What follows belongs to an exercise in optimizing a design on an open flow for a short achievable clock period and few clock cycles; a production flow would make more cautious choices.
Only simulation tests tie the RTL to the original design; equivalence was not proved.
No activity file was given, so power comes from the tool's default toggle rates.

File: design/flow/design.v
package rv_pkg;
    typedef enum logic [6:0] {
        OP     = 7'b0110011,
        OP_IMM = 7'b0010011,
        LUI    = 7'b0110111,
        LOAD   = 7'b0000011,
        STORE  = 7'b0100011,
        BRANCH = 7'b1100011
    } opcode_e;
    typedef enum logic [2:0] {
        ADD    = 3'd0,
        SUB    = 3'd1,
        AND    = 3'd2,
        OR     = 3'd3,
        XOR    = 3'd4,
        PASS_B = 3'd5
    } alu_op_e;
endpackage
module regfile (
    input  logic                i_CLK,
    input  logic                i_RSTn,
    input  logic [4:0]          i_rs1_ptr,
    input  logic [4:0]          i_rs2_ptr,
    input  logic [4:0]          i_rd1_ptr,
    input  logic [32-1:0] i_rd1,
    input  logic                i_we1,
    input  logic [4:0]          i_rd2_ptr,
    input  logic [32-1:0] i_rd2,
    input  logic                i_we2,
    output logic [32-1:0] o_rs1,
    output logic [32-1:0] o_rs2
);
    logic [32-1:0] regs [1:31];
    always_ff @(posedge i_CLK) begin
        for (int i = 1; i < 32; i++) begin
            if (!i_RSTn) begin
                regs[i] <= '0;
            end else if (i_we1 && (i_rd1_ptr == 5'(i))) begin
                regs[i] <= i_rd1;
            end else if (i_we2 && (i_rd2_ptr == 5'(i))) begin
                regs[i] <= i_rd2;
            end
        end
    end
    always_comb begin
        o_rs1 = (i_rs1_ptr == 5'd0) ? '0 : regs[i_rs1_ptr];
        o_rs2 = (i_rs2_ptr == 5'd0) ? '0 : regs[i_rs2_ptr];
    end
endmodule
module add32 (
    input  logic [31:0] i_a,
    input  logic [31:0] i_b,
    input  logic        i_cin,
    output logic [31:0] o_sum
);
    logic [31:0] g [0:5];
    logic [31:0] p [0:5];
    logic [31:0] p0;
    assign p0   = i_a ^ i_b;
    assign g[0] = (i_a & i_b) | {31'd0, p0[0] & i_cin};
    assign p[0] = p0;
    for (genvar k = 0; k < 5; k++) begin : g_lvl
        for (genvar i = 0; i < 32; i++) begin : g_bit
            if (i >= (1 << k)) begin : g_comb
                assign g[k+1][i] = g[k][i] | (p[k][i] & g[k][i - (1 << k)]);
                assign p[k+1][i] = p[k][i] & p[k][i - (1 << k)];
            end else begin : g_pass
                assign g[k+1][i] = g[k][i];
                assign p[k+1][i] = p[k][i];
            end
        end
    end
    assign o_sum = p0 ^ {g[5][30:0], i_cin};
endmodule
module core (
    input  logic                i_CLK,
    input  logic                i_RSTn,
    input  logic [32-1:0] i_INSTRUCTION,
    input  logic [32-1:0] i_BUS_RDATA,
    input  logic                i_BUS_GNT,
    output logic [32-1:0] o_PC,
    output logic [32-1:0] o_BUS_WDATA,
    output logic [32-1:0] o_BUS_ADDR,
    output logic                o_BUS_WE,
    output logic                o_BUS_RE,
    output logic                o_BUS_REQ
);
    logic [31:0] pc_q;         
    logic [31:0] f_pc;         
    logic        f_valid;      
    logic        hold_valid;   
    logic [31:0] hold_word;
    logic        e_valid;
    logic [31:0] e_opa;
    logic [31:0] e_opb;
    logic [31:0] e_rs2v;
    logic [4:0]  e_rd;
    logic        e_we;         
    logic        e_ld;
    logic        e_st;
    logic        e_br;
    logic [31:0] e_target;
    logic        e_sub, e_sel_add, e_sel_and, e_sel_or, e_sel_xor;
    logic        fwd_la_q, fwd_lb_q, fwd_ls_q;    
    logic        waw_q;                           
    logic        w_valid;
    logic [4:0]  w_rd;
    logic [31:0] w_res;
    logic        m_valid;
    logic        m_we;
    logic        m_re;
    logic [31:0] m_addr;
    logic [31:0] m_wdata;
    logic [4:0]  m_rd;
    logic        m_ldw_q;      
    logic m_ldw;        
    logic ld_wr;        
    assign m_ldw = m_valid & m_ldw_q;
    assign ld_wr = m_ldw & i_BUS_GNT;
    assign o_BUS_REQ   = m_valid;
    assign o_BUS_WE    = m_we;
    assign o_BUS_RE    = m_re;
    assign o_BUS_ADDR  = m_addr;
    assign o_BUS_WDATA = m_wdata;
    logic [31:0] opa, opb, rs2v;
    logic [31:0] sum, logic_res, alu_res;
    logic        e_dep;
    logic        e_mem;
    logic        e_fire;
    logic        e_redirect;
    logic [31:0] sum_q, sum_f;
    logic        e_fwd;
    assign e_fwd = fwd_la_q | fwd_lb_q;
    assign opa   = fwd_la_q ? i_BUS_RDATA : e_opa;
    assign opb   = fwd_lb_q ? (i_BUS_RDATA ^ {32{e_sub}}) : e_opb;
    assign rs2v  = fwd_ls_q ? i_BUS_RDATA : e_rs2v;
    add32 u_alu_add (
        .i_a   (e_opa),
        .i_b   (e_opb),
        .i_cin (e_sub),
        .o_sum (sum_q)
    );
    add32 u_fwd_add (
        .i_a   (opa),
        .i_b   (opb),
        .i_cin (e_sub),
        .o_sum (sum_f)
    );
    assign sum       = e_fwd ? sum_f : sum_q;
    assign logic_res = ({32{e_sel_and}} & (opa & opb))
                     | ({32{e_sel_or}}  & (opa | opb))
                     | ({32{e_sel_xor}} & (opa ^ opb));
    assign alu_res   = e_sel_add ? sum : logic_res;
    logic [31:0] byp_res;
    assign byp_res = e_sel_add ? sum_q
                   : ({32{e_sel_and}} & (e_opa & e_opb))
                   | ({32{e_sel_or}}  & (e_opa | e_opb))
                   | ({32{e_sel_xor}} & (e_opa ^ e_opb));
    assign e_dep  = (m_ldw & (fwd_la_q | fwd_lb_q | fwd_ls_q | waw_q)) & ~i_BUS_GNT;
    assign e_mem  = e_ld | e_st;
    assign e_fire = e_valid & ~(e_mem & m_valid & ~i_BUS_GNT) & ~e_dep;
    assign e_redirect = e_fire & e_br & (opa == rs2v);
    always_ff @(posedge i_CLK) begin
        if (!i_RSTn) begin
            m_valid <= 1'b0;
        end else if (e_fire & e_mem) begin
            m_valid <= 1'b1;
        end else if (i_BUS_GNT) begin
            m_valid <= 1'b0;
        end
    end
    always_ff @(posedge i_CLK) begin
        if (e_fire & e_mem) begin
            m_we    <= e_st;
            m_re    <= e_ld;
            m_addr  <= sum;
            m_wdata <= rs2v;
            m_rd    <= e_ld ? e_rd : 5'd0;
            m_ldw_q <= e_ld & (e_rd != 5'd0);
        end
    end
    always_ff @(posedge i_CLK) begin
        if (!i_RSTn) begin
            w_valid <= 1'b0;
        end else begin
            w_valid <= e_fire & e_we;
        end
    end
    always_ff @(posedge i_CLK) begin
        if (e_fire & e_we) begin
            w_rd  <= e_rd;
            w_res <= alu_res;
        end
    end
    logic [31:0] word;
    logic        d_valid;
    logic        d_move;       
    logic        d_fire;
    logic        d_redirect;
    logic [6:0]  opcode;
    logic [2:0]  funct3;
    logic [4:0]  rs1, rs2, rd;
    logic [31:0] imm_i, imm_s, imm_u, imm;
    logic [31:0] d_target;
    rv_pkg::alu_op_e alu_op;
    logic        legal, use1, use2, use2s, use_imm, lui, we, ld, st, br, br_static;
    logic [31:0] rf_rs1, rf_rs2, rs1v, rs2v_d;
    assign word    = hold_valid ? hold_word : i_INSTRUCTION;
    assign d_valid = hold_valid | f_valid;
    assign opcode = word[6:0];
    assign funct3 = word[14:12];
    assign rs1    = word[19:15];
    assign rs2    = word[24:20];
    assign rd     = word[11:7];
    assign imm_i  = {{20{word[31]}}, word[31:20]};
    assign imm_s  = {{20{word[31]}}, word[31:25], word[11:7]};
    assign imm_u  = {word[31:12], 12'b0};
    logic [31:0] f_target;
    logic [31:0] hold_target;
    add32 u_tgt_add (
        .i_a   (f_pc),
        .i_b   ({{19{i_INSTRUCTION[31]}}, i_INSTRUCTION[31], i_INSTRUCTION[7],
                 i_INSTRUCTION[30:25], i_INSTRUCTION[11:8], 1'b0}),
        .i_cin (1'b0),
        .o_sum (f_target)
    );
    assign d_target = hold_valid ? hold_target : f_target;
    always_comb begin
        alu_op  = rv_pkg::ADD;
        use_imm = 1'b1;
        imm     = imm_i;
        legal   = 1'b0;
        use1    = 1'b0;
        use2s   = 1'b0;
        lui     = 1'b0;
        we      = 1'b0;
        ld      = 1'b0;
        st      = 1'b0;
        br      = 1'b0;
        case (opcode)
            7'b0110011: begin
                use_imm = 1'b0;
                use1    = 1'b1;
                we      = 1'b1;
                legal   = 1'b1;
                case (funct3)
                    3'b000:  alu_op = word[30] ? rv_pkg::SUB : rv_pkg::ADD;
                    3'b100:  alu_op = rv_pkg::XOR;
                    3'b110:  alu_op = rv_pkg::OR;
                    3'b111:  alu_op = rv_pkg::AND;
                    default: legal = 1'b0;
                endcase
            end
            7'b0010011: begin
                use1  = 1'b1;
                we    = 1'b1;
                legal = (funct3 == 3'b000);
            end
            7'b0110111: begin
                imm    = imm_u;
                lui    = 1'b1;
                we     = 1'b1;
                legal  = 1'b1;
            end
            7'b0000011: begin
                use1  = 1'b1;
                ld    = 1'b1;
                legal = (funct3 == 3'b010);
            end
            7'b0100011: begin
                imm   = imm_s;
                use1  = 1'b1;
                use2s = 1'b1;
                st    = 1'b1;
                legal = (funct3 == 3'b010);
            end
            7'b1100011: begin
                use_imm = 1'b0;
                use1    = 1'b1;
                use2s   = 1'b1;
                br      = 1'b1;
                legal   = (funct3 == 3'b000);
            end
            default: legal = 1'b0;
        endcase
    end
    assign use2 = ~use_imm;
    assign br_static = (opcode == 7'b1100011) & (funct3 == 3'b000) & (rs1 == rs2);
    regfile u_regfile (
        .i_CLK     (i_CLK),
        .i_RSTn    (i_RSTn),
        .i_rs1_ptr (rs1),
        .i_rs2_ptr (rs2),
        .i_rd1_ptr (w_rd),
        .i_rd1     (w_res),
        .i_we1     (w_valid),
        .i_rd2_ptr (m_rd),
        .i_rd2     (i_BUS_RDATA),
        .i_we2     (ld_wr),
        .o_rs1     (rf_rs1),
        .o_rs2     (rf_rs2)
    );
    logic [31:0] rs1v_rf, rs2v_rf, opb_rf;
    logic        byp_a, byp_b, d_sub;
    logic        e_to_w;       
    assign e_to_w = e_valid & e_we & (e_rd != 5'd0);
    always_comb begin
        if (rs1 == 5'd0 || lui)                  rs1v_rf = '0;
        else if (w_valid & (w_rd == rs1))        rs1v_rf = w_res;
        else if (ld_wr & (m_rd == rs1))          rs1v_rf = i_BUS_RDATA;
        else                                     rs1v_rf = rf_rs1;
        if (rs2 == 5'd0)                         rs2v_rf = '0;
        else if (w_valid & (w_rd == rs2))        rs2v_rf = w_res;
        else if (ld_wr & (m_rd == rs2))          rs2v_rf = i_BUS_RDATA;
        else                                     rs2v_rf = rf_rs2;
    end
    assign d_sub  = (alu_op == rv_pkg::SUB);
    assign byp_a  = e_to_w & use1 & ~lui & (rs1 == e_rd);
    assign byp_b  = e_to_w & (use2 | use2s) & (rs2 == e_rd);
    assign rs1v   = byp_a ? byp_res : rs1v_rf;
    assign rs2v_d = byp_b ? byp_res : rs2v_rf;
    assign opb_rf = use_imm ? imm : rs2v_rf;
    logic d_wait;
    assign d_wait     = e_valid & e_fwd & e_we & (e_rd != 5'd0)
                      & ((use1 & ~lui & (rs1 == e_rd)) | ((use2 | use2s) & (rs2 == e_rd)));
    assign d_move     = ~e_valid | e_fire;
    assign d_fire     = d_valid & d_move & ~d_wait & ~e_redirect;
    assign d_redirect = d_fire & br_static;
    always_ff @(posedge i_CLK) begin
        if (!i_RSTn) begin
            e_valid <= 1'b0;
        end else if (e_redirect) begin
            e_valid <= 1'b0;
        end else if (d_move) begin
            e_valid <= d_valid & ~d_wait & legal & ~br_static;
        end
    end
    logic [4:0] nm_rd;      
    assign nm_rd  = (e_fire & e_mem) ? (e_ld ? e_rd : 5'd0)
                  : (m_ldw & ~i_BUS_GNT) ? m_rd : 5'd0;
    always_ff @(posedge i_CLK) begin
        if (d_move) begin
            e_opa  <= rs1v;
            e_opb  <= (use2 & byp_b) ? (byp_res ^ {32{d_sub}}) : (opb_rf ^ {32{d_sub}});
            e_rs2v <= rs2v_d;
        end
    end
    always_ff @(posedge i_CLK) begin
        if (d_move) begin
            e_rd      <= rd;
            e_we      <= we;
            e_ld      <= ld;
            e_st      <= st;
            e_br      <= br;
            e_target  <= d_target;
            e_sub     <= d_sub;
            e_sel_add <= (alu_op == rv_pkg::ADD) | (alu_op == rv_pkg::SUB);
            e_sel_and <= (alu_op == rv_pkg::AND);
            e_sel_or  <= (alu_op == rv_pkg::OR);
            e_sel_xor <= (alu_op == rv_pkg::XOR);
            fwd_la_q  <= use1 & ~lui & (rs1 != 5'd0) & (rs1 == nm_rd);
            fwd_lb_q  <= use2 & (rs2 != 5'd0) & (rs2 == nm_rd);
            fwd_ls_q  <= use2s & (rs2 != 5'd0) & (rs2 == nm_rd);
            waw_q     <= (we | ld) & (rd != 5'd0) & (rd == nm_rd);
        end
    end
    logic d_stall;
    assign d_stall = d_valid & (~d_move | d_wait) & ~e_redirect;
    localparam int NB = 8;
    logic [29:0]   btb_key [NB];
    logic [29:0]   btb_tgt [NB];
    logic [NB-1:0] btb_v;
    logic [2:0]    btb_ptr;
    logic          btb_hit;
    logic [29:0]   btb_t;
    logic [29:0]   ins_key;
    logic          ins_dup;
    always_comb begin
        btb_hit = 1'b0;
        btb_t   = '0;
        for (int i = 0; i < NB; i++) begin
            if (btb_v[i] && (btb_key[i] == pc_q[31:2])) begin
                btb_hit = 1'b1;
                btb_t   = btb_t | btb_tgt[i];
            end
        end
    end
    logic [29:0] f_key, hold_key;
    always_ff @(posedge i_CLK) begin
        f_key <= pc_q[31:2] - 30'd1;
    end
    assign ins_key = hold_valid ? hold_key : f_key;
    logic btb_ins;
    assign btb_ins = d_valid & br_static & ~ins_dup;
    always_comb begin
        ins_dup = 1'b0;
        for (int i = 0; i < NB; i++) begin
            if (btb_v[i] && (btb_key[i] == ins_key)) ins_dup = 1'b1;
        end
    end
    always_ff @(posedge i_CLK) begin
        if (!i_RSTn) begin
            btb_v   <= '0;
            btb_ptr <= '0;
        end else if (btb_ins) begin
            btb_v[btb_ptr] <= 1'b1;
            btb_ptr        <= btb_ptr + 3'd1;
        end
    end
    always_ff @(posedge i_CLK) begin
        if (btb_ins) begin
            btb_key[btb_ptr] <= ins_key;
            btb_tgt[btb_ptr] <= d_target[31:2];
        end
    end
    always_ff @(posedge i_CLK) begin
        if (!i_RSTn) begin
            pc_q <= 32'h0000_0000;
        end else if (e_redirect) begin
            pc_q <= e_target;
        end else if (d_redirect) begin
            pc_q <= d_target;
        end else if (!d_stall) begin
            pc_q <= btb_hit ? {btb_t, 2'b00} : pc_q + 32'd4;
        end
    end
    assign o_PC = pc_q;
    always_ff @(posedge i_CLK) begin
        if (!i_RSTn) begin
            f_valid <= 1'b0;
        end else begin
            f_valid <= ~(e_redirect | d_redirect);
        end
    end
    always_ff @(posedge i_CLK) begin
        f_pc <= pc_q;
    end
    always_ff @(posedge i_CLK) begin
        if (!i_RSTn) begin
            hold_valid <= 1'b0;
        end else begin
            hold_valid <= d_stall;
        end
    end
    always_ff @(posedge i_CLK) begin
        if (d_stall & ~hold_valid) begin
            hold_word   <= i_INSTRUCTION;
            hold_key    <= f_key;
            hold_target <= f_target;
        end
    end
endmodule
File: design/flow/run.sh
#!/bin/bash
# synth_recipe.tcl (not shown) runs the flow's synth.tcl, then flattens the netlist and writes it again
# the make line also repeats each setting of config.mk as NAME=value (left out here)
make -C /OpenROAD-flow-scripts/flow DESIGN_CONFIG=/design/flow/config.mk WORK_HOME=/design/flow/orfs CLKGATE_MAP_FILE= SYNTH_SCRIPT=/design/flow/synth_recipe.tcl finish
File: design/flow/config.mk
export PLATFORM = sky130hd
export DESIGN_NAME = core
export DESIGN_NICKNAME = core
export VERILOG_FILES = /design/flow/design.v
export SDC_FILE = /design/flow/constraint.sdc
export NUM_CORES = 4
export LEC_CHECK = 0
export ABC_CLOCK_PERIOD_IN_PS = 2500
export CAP_MARGIN = 20
export CORE_MARGIN = 2
export CORE_UTILIZATION = 40
export SETUP_SLACK_MARGIN = 3.5
export SLEW_MARGIN = 20
export TNS_END_PERCENT = 100
File: design/flow/constraint.sdc
create_clock -name core_clock -period 6.5 [get_ports {i_CLK}]
set_input_delay 1.3000 -clock core_clock [delete_from_list [all_inputs] [get_ports {i_CLK}]]
set_output_delay 1.3000 -clock core_clock [all_outputs]
set_load 0.01 [all_outputs]
==> run notes <==
## synthesized netlist by cell type (all sizes together) (232+ instances only)
master / instances / area share [%]
a211oi: 760 / 5.0
a21oi: 355 / 1.6
a22oi: 561 / 3.7
a311oi: 294 / 2.3
buf: 331 / 1.6
clkbuf: 996 / 3.3
dfxtp: 1102 / 19
edfxtp: 829 / 22
inv: 291 / 0.96
mux2i: 781 / 7.1
nand2: 696 / 2.3
nand3: 435 / 1.9
nand4: 232 / 1.3
nor2: 1290 / 4.3
o21ai: 326 / 1.4
xnor2: 617 / 4.8
## layout by cell type, fill, tap and decap left out, types with 377 or more instances in the layout
cell type  netlist  routed
xnor2_1        617     605
dfxtp_1       1102    1067
buf_4           30    1110
buf_6           14     377
nor2_1        1286    1208
a211oi_1       757     732
a22oi_1        555     493
nand3_1        435     414
mux2i_1        744     731
nand2_1        695     646
edfxtp_1       829     829
buf_12           3     401
## metal layers
| metal | wire [um] | global-route usage, % | share of wire [%] |
|---|---|---|---|
| met5 | 1550 | 1.45 | 0.18 |
| met4 | 99500 | 48.3 | 11 |
| met3 | 141000 | 27.9 | 16 |
| met2 | 329000 | 75.4 | 38 |
| met1 | 295000 | 65.0 | 34 |
## worst register-to-register path, cell delays in order (launching register included)
cell,delay [ns]
dfxtp_4,0.40
buf_12,0.19
buf_12,0.17
buf_4,0.14
buf_16,0.15
and4b_4,0.33
nor2_1,0.64
a21o_1,0.17
o211a_1,0.15
nand4_1,0.53
a221oi_2,0.44
o22ai_1,0.14
nor2_1,0.18
mux2_4,0.32
## area by class of cell
type | instances | area, sq um | area share (%)
Sequential cell | 1931 | 47100 | 30.1
Inverter | 292 | 1140 | 0.728
Antenna cell | 106 | 265 | 0.169
Multi-Input combinational cell | 8686 | 68400 | 43.7
Timing Repair Buffer | 2281 | 27400 | 17.5
Tap cell | 3743 | 4680 | 2.99
Timing Repair inverter | 1 | 5.00 | 0.00320
Clock buffer | 311 | 6430 | 4.11
Clock inverter | 102 | 1160 | 0.741
## logic make-up (layout without fill, tap and decap cells)
logic type,count (synthesis),count (layout),share of synthesized area (%)
AO/OA/AOI/OAI,3560,3564,23.6
XOR/XNOR,733,733,5.65
multiplexers,855,857,7.79
flip-flops,1931,1931,41.4
other,0,106,0
buffers and inverters,1619,2987,5.81
AND/OR/NAND/NOR,3349,3362,13.9
adder cells (fa/ha/maj),170,170,1.91
## through the flow
stage,instance area [sq um],cells,hold WS (ns)
CTS,150000,17049,0.405
floorplan,114000,12217,0.390
finish,157000,17453,0.412
global placement,123000,15559,0.388
global route,156000,17369,0.410
detailed placement,123000,15575,0.392
## what timing repair did
item                                    in CTS  in global routing
endpoints found under the setup margin    2441               1406
endpoints found under the hold margin        0                  0
cloned                                      94                 59
gates resized for setup                   2075                644
pin swaps                                  532                381
buffers inserted                           967                239
## how the worst max path moves through the flow
| stage | end | slack, ns | cells after the start |
|---|---|---|---|
| after floorplan | btb_key[1][0] | 0.91 | 7 |
| after global placement | e_opa[4] | -0.80 | 11 |
| after detailed placement | e_opb[22] | 0.13 | 12 |
| after CTS | btb_tgt[4][10] | 2.50 | 14 |
| after global routing | btb_tgt[4][29] | 2.35 | 13 |
| final | e_opb[0] | 2.24 | 13 |
## power by group
| group | leakage (nW) | internal (mW) | switching (mW) |
|---|---|---|---|
| clock | 3.68 | 7.73 | 5.97 |
| sequential | 16.7 | 12.8 | 0.0923 |
| combinational | 34.8 | 1.43 | 2.78 |
| total | 55.2 | 21.9 | 8.84 |
==> results.sh <==
export IMPL_status="no timing/DRC/antenna violations"
export IMPL_yosys_warnings=38
export IMPL_r2r_end="e_opb[0]"
export IMPL_holdPathStages=0
export IMPL_largest_reg_flops=992
export IMPL_first_iter_violations=27603
export IMPL_ant_nets=0
export IMPL_critPathMaxStageDelay_ns=0.63
export IMPL_grt_usage_pct=55.9
export IMPL_row_count=195
export IMPL_start_util_pct=40.2
export IMPL_nets=13657
export IMPL_ir_worst_vdd_uv=250
export IMPL_fp_dieW_um=537
export IMPL_place_ws_ns=0.134
export IMPL_clock_fmax_ghz=0.235
export IMPL_crit_start="hold_valid"
export IMPL_max_slew_margin_pct=15.9
export IMPL_syn_nets=12454
export IMPL_grt_pass1_vias=117902
export IMPL_hold_start="pc_q[1]"
export IMPL_crit_path_top_delay_cell="nor2_1"
export IMPL_clockBufferDepth=4
export IMPL_avgSynthCellArea_sq_um=9.29
export IMPL_whs_endpoint="f_pc[1]"
export IMPL_synth_area_sq_um=114000
export IMPL_pin_count=166
export IMPL_antenna_found_initial=92
export IMPL_area_growth_pct=37.9
export IMPL_ys_seq_area_share_pct=41.4
export IMPL_r2r_setup_slack_ns=2.24
export IMPL_cts_buffers=227
export IMPL_drive_above_1_share_pct=28.3
export IMPL_synth_enable_flop_cells=829
export IMPL_crit_chain="buf_12, buf_12, buf_4, buf_16, and4b_4, nor2_1, a21o_1, o211a_1, nand4_1, a221oi_2, o22ai_1, nor2_1, mux2_4"
export IMPL_clkTransAtPathRegs_ns=0.07
export IMPL_die_area_sq_um=288000
export IMPL_min_period_over_period_pct=65.5
export IMPL_via_per_inst=7.66
export IMPL_total_power_mw=30.8
export IMPL_reg2reg_depth=13
export IMPL_gp_congestion=1.07
export IMPL_core_sq_um=282000
export IMPL_worstPathRequired_ns=7.19
export IMPL_synth_cells=12217
export IMPL_finalHoldViolations=0
export IMPL_final_fill_count=23978
export IMPL_drc=0
export IMPL_reg_largest_list="u_regfile.regs: 992 flops, btb_key: 240 flops, btb_tgt: 240 flops"
export IMPL_die_h_um=537
export IMPL_critPathLaunchType="register"
export IMPL_rsz0062_at_grt="yes"
export IMPL_io_buffers=165
export IMPL_grt_pass1_wl_um=1090000
export IMPL_leakage_nw=55.2
export IMPL_h_tree_depth=4
export IMPL_grt_max_degree=168
export IMPL_slew_violations=0
export IMPL_synthArstFlopShare_pct=0
export IMPL_dp_hpwl_um=509000
export IMPL_skew_ns=0.103
export IMPL_p_per_area_nw_per_um2=197
export IMPL_finalCriticalPeriod_ns=4.26
export IMPL_min_path_type="register to register"
export IMPL_insertion_delay_ns=1.01
export IMPL_tns_ns=0
export IMPL_vias=133649
export IMPL_setup_slack_ns=2.24
export IMPL_top_register="u_regfile.regs"
export IMPL_synth_cell_type_count=114
export IMPL_r2r_start="hold_valid"
export IMPL_wire_per_inst_um=49.6
export IMPL_max_cap_violations=0
export IMPL_path_delay_family="simple AND/OR/NAND/NOR gates"
export IMPL_crit_fanout=11
export IMPL_setup_viol=0
export IMPL_synth_seq_cells=1931
export IMPL_cts_sinks=1931
export IMPL_synth_top_flop_cell="dfxtp_1"
export IMPL_gr_total_overflow=0
export IMPL_worstMarginPinSlew_ns=1.23
export IMPL_arrival_ns=4.94
export IMPL_path_class="register to register"
export IMPL_cts_tree="done"
export IMPL_dr_pass1_iters=14
export IMPL_end_kind="register"
export IMPL_wirelength_um=866000
export IMPL_root_buffer="clkbuf_16"
export IMPL_cts_hold_buf=0
export IMPL_path_buf_inv=4
export IMPL_final_util_pct=55.5
Testbench counts, summed over its fixed seeds: cycles 49,575.

-- static timing again, ports no longer ideal --
The flow's constraints put no driver on any port. The routed layout listed below was extracted and timed again, unchanged, in two steps. Step 1 (the two cells are an assumption about what drives the block):
set clk [get_ports {i_CLK}]
set_driving_cell -lib_cell sky130_fd_sc_hd__clkbuf_16 $clk
set_driving_cell -lib_cell sky130_fd_sc_hd__buf_2 [delete_from_list [all_inputs] $clk]
Step 2 also shifts input and output timing later by t, the mid clock arrival at the registers, as if the neighbouring blocks saw the same clock. Slacks: ideal / step 1 / step 2; pairs: ideal / step 1.
t (ns): 1.076
slack for setup (ns): 2.242 / 2.242 / 1.345
worst slew at a driven data input, ns: 0.24
After both steps setup and hold are still met in this run. The setup slack of this run moves by 0.000 ns with the drivers and by -0.897 ns with both steps.
